Background: an optimization exercise with open tools, aiming at small area, a short achievable clock period and few clock cycles per item. Do not read the settings as production practice.
Where RTL was checked, it was by simulation tests only, not by an equivalence proof against the original.

==> flow/design.v (excerpt) <==
module burst_interval_monitor (
   input  wire logic                             clock,
   input  wire logic                             reset,
   input  wire logic                             req_tvalid,
   output logic                                  req_tready,
   input  wire logic [bim_pkg::REQ_DATA_W-1:0]   req_tdata,
   input  wire logic [bim_pkg::REQ_USER_W-1:0]   req_tuser,
   output logic                                  rsp_tvalid,
   input  wire logic                             rsp_tready,
   output logic [bim_pkg::RSP_DATA_W-1:0]        rsp_tdata,
   output logic [bim_pkg::RSP_USER_W-1:0]        rsp_tuser,
   input  wire logic                             csr_we,
   input  wire logic [bim_pkg::CSR_IDX_W-1:0]    csr_index,
   input  wire logic [bim_pkg::CFG_W-1:0]        csr_wdata
);
Settings: LEC_CHECK=0, ABC_AREA=1, CAP_MARGIN=5, CORE_MARGIN=2, CORE_UTILIZATION=55, GPL_ROUTABILITY_DRIVEN=0, SETUP_SLACK_MARGIN=0.3, SLEW_MARGIN=5; clock period 6.0 ns.
run.sh (not shown) runs the stock make flow with config.mk's settings and CLKGATE_MAP_FILE= SYNTH_SCRIPT=/design/flow/synth_recipe.tcl, a recipe that flattens the netlist after the stock synthesis.
Rerun with:
--- a/flow/design.v
+++ b/flow/design.v
@@ -136,41 +136,20 @@
          rem_ff <= rem_nx;
       end
    end
    assign busy     = busy_ff;
    assign done     = done_ff;
    assign quotient = quo_ff;
    assign inst     = inst_ff;
 endmodule
 `default_nettype wire
 `default_nettype none
-module bim_add #(
-   parameter int W = 32
-) (
-   input  wire logic [W-1:0] a,
-   input  wire logic [W-1:0] b,
-   input  wire logic         ci,
-   output logic [W-1:0]      s,
-   output logic              co
-);
-   localparam int WL = W / 2;
-   localparam int WH = W - WL;
-   logic [WL:0] lo;
-   logic [WH:0] hi0, hi1;
-   assign lo  = {1'b0, a[WL-1:0]} + {1'b0, b[WL-1:0]} + {{WL{1'b0}}, ci};
-   assign hi0 = {1'b0, a[W-1:WL]} + {1'b0, b[W-1:WL]};
-   assign hi1 = {1'b0, a[W-1:WL]} + {1'b0, b[W-1:WL]} + {{WH{1'b0}}, 1'b1};
-   assign s  = {lo[WL] ? hi1[WH-1:0] : hi0[WH-1:0], lo[WL-1:0]};
-   assign co = lo[WL] ? hi1[WH] : hi0[WH];
-endmodule
-`default_nettype wire
-`default_nettype none
 import bim_pkg::*;
 module burst_interval_monitor (
    input  wire logic                             clock,
    input  wire logic                             reset,
    input  wire logic                             req_tvalid,
    output logic                                  req_tready,
    input  wire logic [bim_pkg::REQ_DATA_W-1:0]   req_tdata,
    input  wire logic [bim_pkg::REQ_USER_W-1:0]   req_tuser,
    output logic                                  rsp_tvalid,
    input  wire logic                             rsp_tready,
@@ -201,50 +180,46 @@
    logic [OFS_W-1:0] div_inst;
    logic             old_busy, stall, go;
    logic             new_sp_t, new_ep_t, old_sp_t, old_ep_t;
    logic [TS_W-1:0]  elapsed;
    logic             hit, is_end, is_start, push;
    logic [IVL_W-1:0] ivl;
    assign old_busy   = old_sp | old_ep;
    assign stall      = r_valid & !r_op & r_qual & !active_ff & (old_sp_t | old_ep_t | load_pend);
    assign req_tready = !stall;
    assign go         = r_valid & !stall;
-   logic             c1;            
-   bim_add #(.W(TS_W)) u_elapsed (
-      .a (r_ts), .b (~last_ff), .ci (1'b1), .s (elapsed), .co (c1)
-   );
+   logic             borrow;
+   assign {borrow, elapsed} = {1'b0, r_ts} - {1'b0, last_ff};
    assign ivl     = (|elapsed[TS_W-1:IVL_W]) ? '1 : elapsed[IVL_W-1:0];
    logic [TS_W+1:0]  w;
+   logic             c1;
+   assign c1  = !borrow;
    assign w   = {2'b00, r_ts} + {2'b00, ~last_ff} +
                 {2'b00, {(TS_W - CFG_W){1'b1}}, ~timeout_ff} + (TS_W+2)'(2);
    assign hit = c1 ? w[TS_W+1] : (w[TS_W+1] | w[TS_W]);
    assign is_end   = go & r_op & active_ff & hit;
    assign is_start = go & !r_op & r_qual & !active_ff;
    assign push     = is_start & has_prev_ff;
    logic             h_old, h_sp, h_k1, h_ivl, take;
    logic [IVL_W-1:0] h_interval;
    assign h_old = old_busy;
    assign h_sp  = h_old ? old_sp : new_sp;
    assign h_k1  = h_old ? old_k1 : new_k1;
    assign h_ivl = h_sp & h_k1;
    assign rsp_tvalid  = h_sp ? (!h_k1 | div_done) : (h_old ? old_ep : new_ep);
    assign take        = rsp_tvalid & rsp_tready;
    assign div_consume = take & h_ivl;
    assign h_interval = h_ivl ? (h_old ? ring[1] : ring[0]) : '0;
-   logic [OFS_W-1:0] h_avg;
-   bim_add #(.W(OFS_W)) u_avg (
-      .a ({1'b0, div_q}), .b (~{1'b0, expected_ff}), .ci (1'b1), .s (h_avg), .co ()
-   );
    assign rsp_tuser = h_sp ? {1'b0, h_k1} : 2'd2;
    assign rsp_tdata = {2'b00,
                        h_old ? old_cnt : n_ff,
-                       h_ivl ? h_avg : '0,
+                       h_ivl ? OFS_W'({1'b0, div_q} - {1'b0, expected_ff}) : '0,
                        h_ivl ? div_inst : '0,
                        h_interval,
                        h_old ? prev_last_ff : last_ff};
    assign old_sp_t = old_sp & !(take & h_old & old_sp);
    assign old_ep_t = old_ep & !(take & h_old & !old_sp);
    assign new_sp_t = new_sp & !(take & !h_old & new_sp);
    assign new_ep_t = new_ep & !(take & !h_old & !new_sp);
    always_ff @(posedge clock) begin
       if (reset) begin
          expected_ff <= EXPECTED_INTERVAL_RESET;
Worst setup slack degrades by 0.32 ns.
Clock-buffer cell count rises by 4.
Hold slack hardly moves.
Utilization rises by 0.56 points.
Final cell count falls by a few percent.
Testbench counts after the change, summed over its fixed seeds: cycles 2,536, items 2,424.
Function not checked in the first run of this note: the RTL went through the layout flow alone.

re-timing with driven ports:
The results above use ideal ports. As a check the final layouts listed here were re-extracted and re-timed, cells and wires unchanged.
Step 1, drivers: a clkbuf_16 drives clock and a buf_2 each remaining input, both assumed.
Step 2 also shifts input and output timing later by t, the mid clock arrival at the registers, as if the neighbouring blocks saw the same clock.
a / b / c = ideal ports / drivers / drivers and shift; a / b = the first two.
| run | t, ns | slack for setup (ns) | worst setup path after step 2 | clock arrival spread, ns |
|---|---|---|---|---|
| the first run | 0.674 | 0.435 / 0.368 / 0.104 | input to register | 0.039 / 0.038 |
| the second run | 0.694 | 0.117 / 0.051 / 0.182 | input to register | 0.036 / 0.035 |
After both steps setup and hold are still met in every run listed. For the first run, which loses most, drivers alone change the setup slack by -0.067 ns; drivers and shift together by -0.331 ns.
